This is an optimization exercise on Yosys and OpenROAD, whose aim is small area, not a production implementation. The RTL was checked by simulation tests, not by an equivalence proof against the original design. No activity file was given, so power comes from the tool's default toggle rates.

Design rv32_register_file, start of the top module:
module rv32_register_file #(
  parameter int unsigned DATA_W   = 32,
  parameter int unsigned ADDR_W   = 5,
  parameter int unsigned NUM_REGS = 32
) (
  input  logic              clk,
  input  logic              reset,
  input  logic              reg_file_wr_en,
  input  logic [ADDR_W-1:0] wr_addr,
  input  logic [DATA_W-1:0] data_in,
  input  logic [ADDR_W-1:0] rd_addr_1,
  input  logic [ADDR_W-1:0] rd_addr_2,
  output logic [DATA_W-1:0] rd_data_1,
  output logic [DATA_W-1:0] rd_data_2
);
  localparam int unsigned SEL_GRP  = 8;
  localparam int unsigned DATA_GRP = 16;
  logic [NUM_REGS-1:1][DATA_W-1:0] reg_file;
  logic [NUM_REGS-1:1][DATA_W-1:0] reg_next;
  logic [7:0] wr_hi;
  logic [3:0] wr_lo;
  always_comb begin
    for (int h = 0; h < 8; h++)
      wr_hi[h] = reset | (reg_file_wr_en && (wr_addr[4:2] == 3'(h)));
    for (int l = 0; l < 4; l++)
      wr_lo[l] = reset | (wr_addr[1:0] == 2'(l));
  end
  logic rst_n;
  assign rst_n = ~reset;
  logic [NUM_REGS-1:1][DATA_W/SEL_GRP-1:0] wr_n;
  logic [(NUM_REGS-1)/DATA_GRP:0][DATA_W-1:0] d_n;
  for (genvar i = 1; i < NUM_REGS; i++) begin : g_en
    for (genvar g = 0; g < DATA_W / SEL_GRP; g++) begin : g_grp
      rf_nand2 u_en (.a(wr_hi[i/4]), .b(wr_lo[i%4]), .y(wr_n[i][g]));
    end
  end
  for (genvar c = 0; c <= (NUM_REGS - 1) / DATA_GRP; c++) begin : g_d
    for (genvar b = 0; b < DATA_W; b++) begin : g_bit
      rf_nand2 u_d (.a(data_in[b]), .b(rst_n), .y(d_n[c][b]));
    end
  end
  for (genvar i = 1; i < NUM_REGS; i++) begin : g_reg
    for (genvar b = 0; b < DATA_W; b++) begin : g_bit
      rf_hold u_hold (.wr_n(wr_n[i][b/SEL_GRP]), .d_n(d_n[(i-1)/DATA_GRP][b]),
                      .q(reg_file[i][b]), .q_next(reg_next[i][b]));
    end
  end
  always_ff @(posedge clk) begin
    reg_file <= reg_next;
  end
  localparam int unsigned PRE_GRP = 16;
  logic [DATA_W/PRE_GRP-1:0][7:0] rd_hi_n_1, rd_hi_n_2;
  logic [DATA_W/PRE_GRP-1:0][3:0] rd_lo_n_1, rd_lo_n_2;
  for (genvar p = 0; p < DATA_W / PRE_GRP; p++) begin : g_pre
  ...
export LEC_CHECK = 0
export CAP_MARGIN = 0
export CORE_MARGIN = 2
export CORE_UTILIZATION = 55
export GPL_TIMING_DRIVEN = 1
export SETUP_SLACK_MARGIN = 0.3
export SLEW_MARGIN = 0
export SYNTH_HIERARCHICAL = 1
create_clock -name core_clock -period 5.0 [get_ports {clk}]
standard.sh (not shown) runs the stock make flow with config.mk's settings and CLKGATE_MAP_FILE= SYNTH_SCRIPT=/design/flow/synth_recipe.tcl, a recipe that flattens the netlist after the stock synthesis.
==> flow/flow/run.sh <==
#!/bin/bash
# Layout flow: the standard ORFS flow (standard.sh, unchanged synthesis,
# floorplan, power grid and tap cells) with extra ORFS settings:
#  - every input and output port is buffered with a buf_1, instead of the
#    delay cells buffer_ports picks on its own;
#  - CTS clusters up to 16 flip-flops (within 100 um) per clkbuf_8 leaf buffer
#    and inserts no dummy loads.
# The whole make output goes to flow_make.log in the work folder; ORFS keeps
# each step's own log under orfs/logs/.
set -euo pipefail
bash standard.sh \
  "BUFFER_PORTS_ARGS=-buffer_cell sky130_fd_sc_hd__buf_1" \
  "CTS_ARGS=-sink_clustering_enable -repair_clock_nets -dont_use_dummy_load -sink_clustering_size 16 -sink_clustering_max_diameter 100 -sink_clustering_buffer sky130_fd_sc_hd__clkbuf_8" \
  finish > flow_make.log 2>&1
Rerun with:
==> flow/flow/run.sh (replaced) <==
#!/bin/bash
# Layout flow: the standard ORFS flow (standard.sh, unchanged synthesis,
# floorplan, power grid and tap cells) with extra ORFS settings:
#  - port buffers are buf_2 cells instead of the delay cells buffer_ports
#    picks on its own;
#  - CTS clusters up to 25 flip-flops (within 100 um) per leaf buffer and inserts no dummy
#    loads.
# The whole make output goes to flow_make.log in the work folder; ORFS keeps
# each step's own log under orfs/logs/.
set -euo pipefail
bash standard.sh \
  "BUFFER_PORTS_ARGS=-buffer_cell sky130_fd_sc_hd__buf_2" \
  "CTS_ARGS=-sink_clustering_enable -repair_clock_nets -dont_use_dummy_load -sink_clustering_size 25 -sink_clustering_max_diameter 100" \
  finish > flow_make.log 2>&1
--- a/flow/config.mk
+++ b/flow/config.mk
@@ -8 +8 @@
-export CAP_MARGIN = 0
+export CAP_MARGIN = 20
@@ -10,4 +10,4 @@
-export CORE_UTILIZATION = 55
-export GPL_TIMING_DRIVEN = 1
-export SETUP_SLACK_MARGIN = 0.3
-export SLEW_MARGIN = 0
+export CORE_UTILIZATION = 40
+export GPL_TIMING_DRIVEN = 0
+export SETUP_SLACK_MARGIN = 0.2
+export SLEW_MARGIN = 20
The new run completed, yet does not pass: setup timing.
Wire length is higher by 1.7%.
First-iteration DRC count came out lower by 12%.
Worst setup slack loses 0.30 ns.
Clock skew is unchanged.
Synthesized cell count does not change.
Area after synthesis does not change.
Sequential share of layout area falls by 0.56 points.
Rerun with:
--- a/flow/config.mk
+++ b/flow/config.mk
@@ -10 +10 @@
-export CORE_UTILIZATION = 40
+export CORE_UTILIZATION = 55
@@ -12 +12 @@
-export SETUP_SLACK_MARGIN = 0.2
+export SETUP_SLACK_MARGIN = 0.3
This time the run finished clean; setup slack improved by 0.24 ns; maximum frequency is higher by 5.0%; wire length is lower by 3.8%; final cell count is lower by about 6%; clock skew is unchanged; critical path depth is unchanged; non-clock buffer count is lower by 3; via count is higher by 1.7%.
Rerun with:
==> flow/flow/run.sh (replaced) <==
#!/bin/bash
# Layout flow: the standard ORFS flow (standard.sh, unchanged synthesis,
# floorplan, power grid and tap cells) with extra ORFS settings:
#  - every port is buffered: inputs with buf_2, outputs with buf_1 (flow/ports.tcl),
#    instead of the delay cells buffer_ports picks on its own;
#  - CTS clusters up to 16 flip-flops (within 100 um) per clkbuf_8 leaf buffer
#    and inserts no dummy loads.
# The whole make output goes to flow_make.log in the work folder; ORFS keeps
# each step's own log under orfs/logs/.
set -euo pipefail
bash standard.sh \
  "PRE_GLOBAL_PLACE_TCL=$PWD/flow/ports.tcl" \
  "BUFFER_PORTS_ARGS=-inputs -buffer_cell sky130_fd_sc_hd__buf_2" \
  "CTS_ARGS=-sink_clustering_enable -repair_clock_nets -dont_use_dummy_load -sink_clustering_size 16 -sink_clustering_max_diameter 100 -sink_clustering_buffer sky130_fd_sc_hd__clkbuf_8" \
  finish > flow_make.log 2>&1
==> flow/flow/ports.tcl (new file) <==
# Run before global placement (PRE_GLOBAL_PLACE_TCL): buffer every output
# port with a buf_1; the inputs get buf_2 buffers from the standard
# buffer_ports call that follows (BUFFER_PORTS_ARGS -inputs).
buffer_ports -outputs -buffer_cell sky130_fd_sc_hd__buf_1
--- a/flow/config.mk
+++ b/flow/config.mk
@@ -8 +8 @@
-export CAP_MARGIN = 20
+export CAP_MARGIN = 0
@@ -13 +13 @@
-export SLEW_MARGIN = 20
+export SLEW_MARGIN = 0
=> The new run ran to the end with no violations; die area stays the same; power fell by 1.2%; synthesized cell count is unchanged.
Rerun with:
--- a/flow/config.mk
+++ b/flow/config.mk
@@ -8 +8 @@
-export CAP_MARGIN = 0
+export CAP_MARGIN = 20
@@ -13 +13 @@
-export SLEW_MARGIN = 0
+export SLEW_MARGIN = 20
Outcome:
- The changed run passed the timing, DRC and antenna checks
- utilization is higher by 0.15 points
- via count hardly moves
- global-route usage is higher by 0.20 points
- synthesized cell count is unchanged
- clock power stays flat
- maximum frequency hardly moves
- die area does not change
- first-iteration DRC count is higher by a few percent
- synthesized area does not change

-- static timing again, ports no longer ideal --
The results above use ideal ports. As a check the final layouts listed here were re-extracted and re-timed, cells and wires unchanged. Step 1 sets driving cells, clkbuf_16 on the clock port and buf_2 on the other inputs (assumed; they add their load-dependent delay and slew). Step 2, shift: input delay + t, output delay - t, t = (earliest + latest rising clock arrival at the registers) / 2. This alone moves slack from input paths to output paths. Three values: ideal ports, drivers, drivers and shift; two values: the first two.
run	t (ns)	slack for setup (ns)	clock arrival spread, ns	worst slew at a driven data input, ns
the first run	0.683	0.247 / 0.177 / 0.177	0.035 / 0.035	0.07
the second run	0.700	-0.057 / -0.083 / -0.083	0.037 / 0.036	0.06
the third run	0.691	0.181 / 0.108 / 0.108	0.027 / 0.028	0.07
the fourth run	0.670	0.189 / 0.131 / 0.131	0.038 / 0.038	0.08
the fifth run	0.678	0.183 / 0.105 / 0.105	0.039 / 0.040	0.08
The setup slack of the fifth run, which loses most, moves by -0.078 ns with the drivers and by -0.078 ns with both steps.
